Source: an optimization exercise on an open RTL-to-GDS flow (aim: small area and a short achievable clock period). Production flows keep margins and buffers that such runs may drop. At most, simulation tests tie the RTL to the original design; equivalence was not proved. Power and IR drop assume default switching activity.

12-23:
## ctrl_unit
module ctrl_unit (
    input  logic               clk,
    input  logic               rst,
    input  logic [31:0]        pc,
    input  logic [31:0]        inst,
    input  logic [31:0]        imm,
    input  logic               alu_done,
    input  logic               mem_done,
    input  logic               jump_done,
    input  logic               is_jump,
    output logic               is_en,
    output logic [2:0]         imm_sel,
    output logic               alu_en,
    output logic               mem_en,
    output logic               jump_en,
    output logic [31:0]        pc_ctrl,
    output logic [31:0]        imm_ctrl,
    output logic [5-1:0] rs1_ctrl,
    output logic [5-1:0] rs2_ctrl,
    output logic [4:0]         jump_op,
    output logic [3:0]         alu_op,
    output logic               alu_use_pc,
    output logic               alu_use_imm,
    output logic               mem_we,
    output logic [2:0]         mem_bhw,
    output logic [2:0]         write_sel,
    output logic               reg_write,
    output logic [5-1:0] rd_ctrl
);
    logic [1:0]         dec_fu;
    logic [4:0]         dec_op;
    logic [4:0]         dec_dst, dec_src1, dec_src2;
    inst_decoder u_dec (
        .inst(inst), .fu(dec_fu), .op(dec_op), .dst(dec_dst),
        .src1(dec_src1), .src2(dec_src2), .imm_sel(imm_sel)
    );
    logic       b_a, b_m, b_j;       
    logic       d_a, d_m, d_j;       
    logic       p_a, p_m, p_j;       
    logic [4:0] dst_a, dst_m, dst_j;
    logic [1:0] t_a1, t_a2;          
  ...
clock: 5.0 ns
lec_check: 0
cap_margin: 20
core_margin: 2
core_utilization: 65
cts_cluster_diameter: 200
cts_cluster_size: 25
setup_slack_margin: 1.9
slew_margin: 20
standard.sh (not shown) runs the stock make flow with config.mk's settings and CLKGATE_MAP_FILE= SYNTH_SCRIPT=/design/flow/synth_recipe.tcl, a recipe that flattens the netlist after the stock synthesis.
==> flow/flow/run.sh <==
#!/bin/bash
# Standard layout (standard.sh, all steps) with two changes:
# * plain buf_1 cells as the port buffers (the default pick is a slow delay buffer);
# * the platform's don't-use list extended with slow wide OR / AOI-style cells,
#   so that mapping and repair build the decode logic from faster gates.
# Registers come out of the standard synthesis unchanged.
set -euo pipefail
export BUFFER_PORTS_ARGS="-buffer_cell sky130_fd_sc_hd__buf_1"
PLATFORM_DONT_USE="sky130_fd_sc_hd__probe_p_8 sky130_fd_sc_hd__probec_p_8 sky130_fd_sc_hd__lpflow_bleeder_1 sky130_fd_sc_hd__lpflow_clkbufkapwr_1 sky130_fd_sc_hd__lpflow_clkbufkapwr_16 sky130_fd_sc_hd__lpflow_clkbufkapwr_2 sky130_fd_sc_hd__lpflow_clkbufkapwr_4 sky130_fd_sc_hd__lpflow_clkbufkapwr_8 sky130_fd_sc_hd__lpflow_clkinvkapwr_1 sky130_fd_sc_hd__lpflow_clkinvkapwr_16 sky130_fd_sc_hd__lpflow_clkinvkapwr_2 sky130_fd_sc_hd__lpflow_clkinvkapwr_4 sky130_fd_sc_hd__lpflow_clkinvkapwr_8 sky130_fd_sc_hd__lpflow_decapkapwr_12 sky130_fd_sc_hd__lpflow_decapkapwr_3 sky130_fd_sc_hd__lpflow_decapkapwr_4 sky130_fd_sc_hd__lpflow_decapkapwr_6 sky130_fd_sc_hd__lpflow_decapkapwr_8 sky130_fd_sc_hd__lpflow_inputiso0n_1 sky130_fd_sc_hd__lpflow_inputiso0p_1 sky130_fd_sc_hd__lpflow_inputiso1n_1 sky130_fd_sc_hd__lpflow_inputiso1p_1 sky130_fd_sc_hd__lpflow_inputisolatch_1 sky130_fd_sc_hd__lpflow_isobufsrc_1 sky130_fd_sc_hd__lpflow_isobufsrc_16 sky130_fd_sc_hd__lpflow_isobufsrc_2 sky130_fd_sc_hd__lpflow_isobufsrc_4 sky130_fd_sc_hd__lpflow_isobufsrc_8 sky130_fd_sc_hd__lpflow_isobufsrckapwr_16 sky130_fd_sc_hd__lpflow_lsbuf_lh_hl_isowell_tap_1 sky130_fd_sc_hd__lpflow_lsbuf_lh_hl_isowell_tap_2 sky130_fd_sc_hd__lpflow_lsbuf_lh_hl_isowell_tap_4 sky130_fd_sc_hd__lpflow_lsbuf_lh_isowell_4 sky130_fd_sc_hd__lpflow_lsbuf_lh_isowell_tap_1 sky130_fd_sc_hd__lpflow_lsbuf_lh_isowell_tap_2 sky130_fd_sc_hd__lpflow_lsbuf_lh_isowell_tap_4"
P=sky130_fd_sc_hd__
SLOW="${P}or3_* ${P}or3b_* ${P}or4_* ${P}or4b_* ${P}or4bb_* ${P}a2111o_* ${P}o41a_* ${P}a311o_* ${P}o311a_* ${P}o2111a_* ${P}a41o_* ${P}nor4_* ${P}nor4b_* ${P}nor4bb_* ${P}a2111oi_* ${P}o41ai_* ${P}and4bb_* ${P}and4b_*"
bash standard.sh "BUFFER_PORTS_ARGS=$BUFFER_PORTS_ARGS" "DONT_USE_CELLS=$PLATFORM_DONT_USE $SLOW" finish > standard_flow.log 2>&1
## Diff of input files: 01-24 against 12-23
diff --git a/flow/design.v b/flow/design.v
--- a/flow/design.v
+++ b/flow/design.v
@@ -178,23 +178,20 @@
     logic [4:0] dst_a, dst_m, dst_j;
     logic [1:0] t_a1, t_a2;          
     logic [1:0] t_m1, t_m2;          
     logic [1:0] t_j1, t_j2;          
     logic [1:0] w_am, w_ma, w_ja, w_jm;
     logic       jp;                  
     logic       stall, flush;
-    logic       en_a, en_m, en_j;
+    logic       en_a, en_m, en_j, use0, use1;
     logic       el_a, el_m, el_j;
     logic [31:0] pc0, imm0, pc1, imm1;
     logic [4:0]  s1_0, s2_0, s1_1, s2_1;
     logic [4:0]  op0;
     logic [3:0]  op1;                
-    logic use0, use1;
-    assign use0 = en_a | (en_j & ~jp);
-    assign use1 = en_m | (en_j & jp);
     assign jump_en = en_j;
     assign alu_en  = en_a;
     assign mem_en  = en_m;
     assign pc_ctrl  = ({32{use0}} & pc0)  | ({32{use1}} & pc1);
     assign imm_ctrl = ({32{use0}} & imm0) | ({32{use1}} & imm1);
     assign rs1_ctrl = ({5{use0}} & s1_0)  | ({5{use1}} & s1_1);
     assign rs2_ctrl = ({5{use0}} & s2_0)  | ({5{use1}} & s2_1);
@@ -297,14 +294,15 @@
                      (~g_m & ((w_jm[0] & rm1_h) | (w_jm[1] & rm2_h)));
     always_ff @(posedge clk or posedge rst) begin
         if (rst) begin
             b_a <= 1'b0; b_m <= 1'b0; b_j <= 1'b0;
             d_a <= 1'b0; d_m <= 1'b0; d_j <= 1'b0;
             p_a <= 1'b0; p_m <= 1'b0; p_j <= 1'b0;
             en_a <= 1'b0; en_m <= 1'b0; en_j <= 1'b0;
+            use0 <= 1'b0; use1 <= 1'b0;
             el_a <= 1'b0; el_m <= 1'b0; el_j <= 1'b0;
             stall <= 1'b0;
             flush <= 1'b0;
         end else begin
             b_a <= is_a | (b_a & ~g_a);
             b_m <= is_m | (b_m & ~g_m);
             b_j <= is_j | (b_j & ~g_j);
@@ -313,14 +311,16 @@
             d_j <= d_j_n;
             p_a <= p_a_n;
             p_m <= p_m_n;
             p_j <= p_j_n;
             en_a <= en_a_n;
             en_m <= en_m_n;
             en_j <= en_j_n;
+            use0 <= en_a_n | (en_j_n & ~jp_n);
+            use1 <= en_m_n | (en_j_n & jp_n);
             el_a <= d_a_n & ~war_a_n;
             el_m <= d_m_n & ~war_m_n;
             el_j <= d_j_n & ~war_j_n;
             if (is_j)
                 stall <= 1'b1;
             else if (jump_done)
                 stall <= 1'b0;
## What came out
- 01-24 -> 12-23: reported sequential group power flat
- Relative to 12-23, number of instances in the synthesized netlist has increased by about 2.3% in 01-24.
- Going from 12-23 to 01-24, global-route usage grows by 0.61 points.
- 01-24 has completed all stages; timing, DRC and antenna checks passed.
- 12-23 finished all stages; the layout is clean.
- Re clock group share of total power: 01-24 is 0.5 points up on 12-23.
- Diff 12-23 -> 01-24: wire length now sits higher; largest voltage drop on the vdd net +about 6%; flip-flop and latch count shows an increase of 2; fraction of standard cell area that is sequential rose 0.88 points.
- Area growth from synthesis to final layout was higher in the run labelled 12-23.
- Cell count across 01-24 and 12-23: no real change.
- Looking at highest-delay cell along the critical path, the nand4b_1 result is from 01-24; the a221oi_4 one comes from 12-23.
No functional check of the RTL was part of 12-23.

-- static timing again, ports no longer ideal --
No port has a modelled driver above. Below, the same layouts with a new extraction and two added sets of constraints.
Step 1, drivers: a clkbuf_16 drives clk and a buf_2 each remaining input, both assumed.
Step 2 times the ports against the registers' clock, not the clock port: input delays grow and output delays shrink by t, the midpoint of the rising clock arrivals with the driver on.
Slacks: ideal / step 1 / step 2; pairs: ideal / step 1.
run | t (ns) | setup WS [ns] | slew at the worst register clock pin (ns) | worst data-port slew with drivers (ns) | cell pins on the clock port's net
12-23 | 0.499 | 1.545 / 1.505 / 1.505 | 0.10 / 0.10 | 0.06 | 1
01-24 | 0.501 | 1.772 / 1.726 / 1.592 | 0.10 / 0.10 | 0.07 | 1
After both steps setup and hold are still met in every run listed. The setup slack of 01-24, which loses most, moves by -0.046 ns with the drivers and by -0.180 ns with both steps.
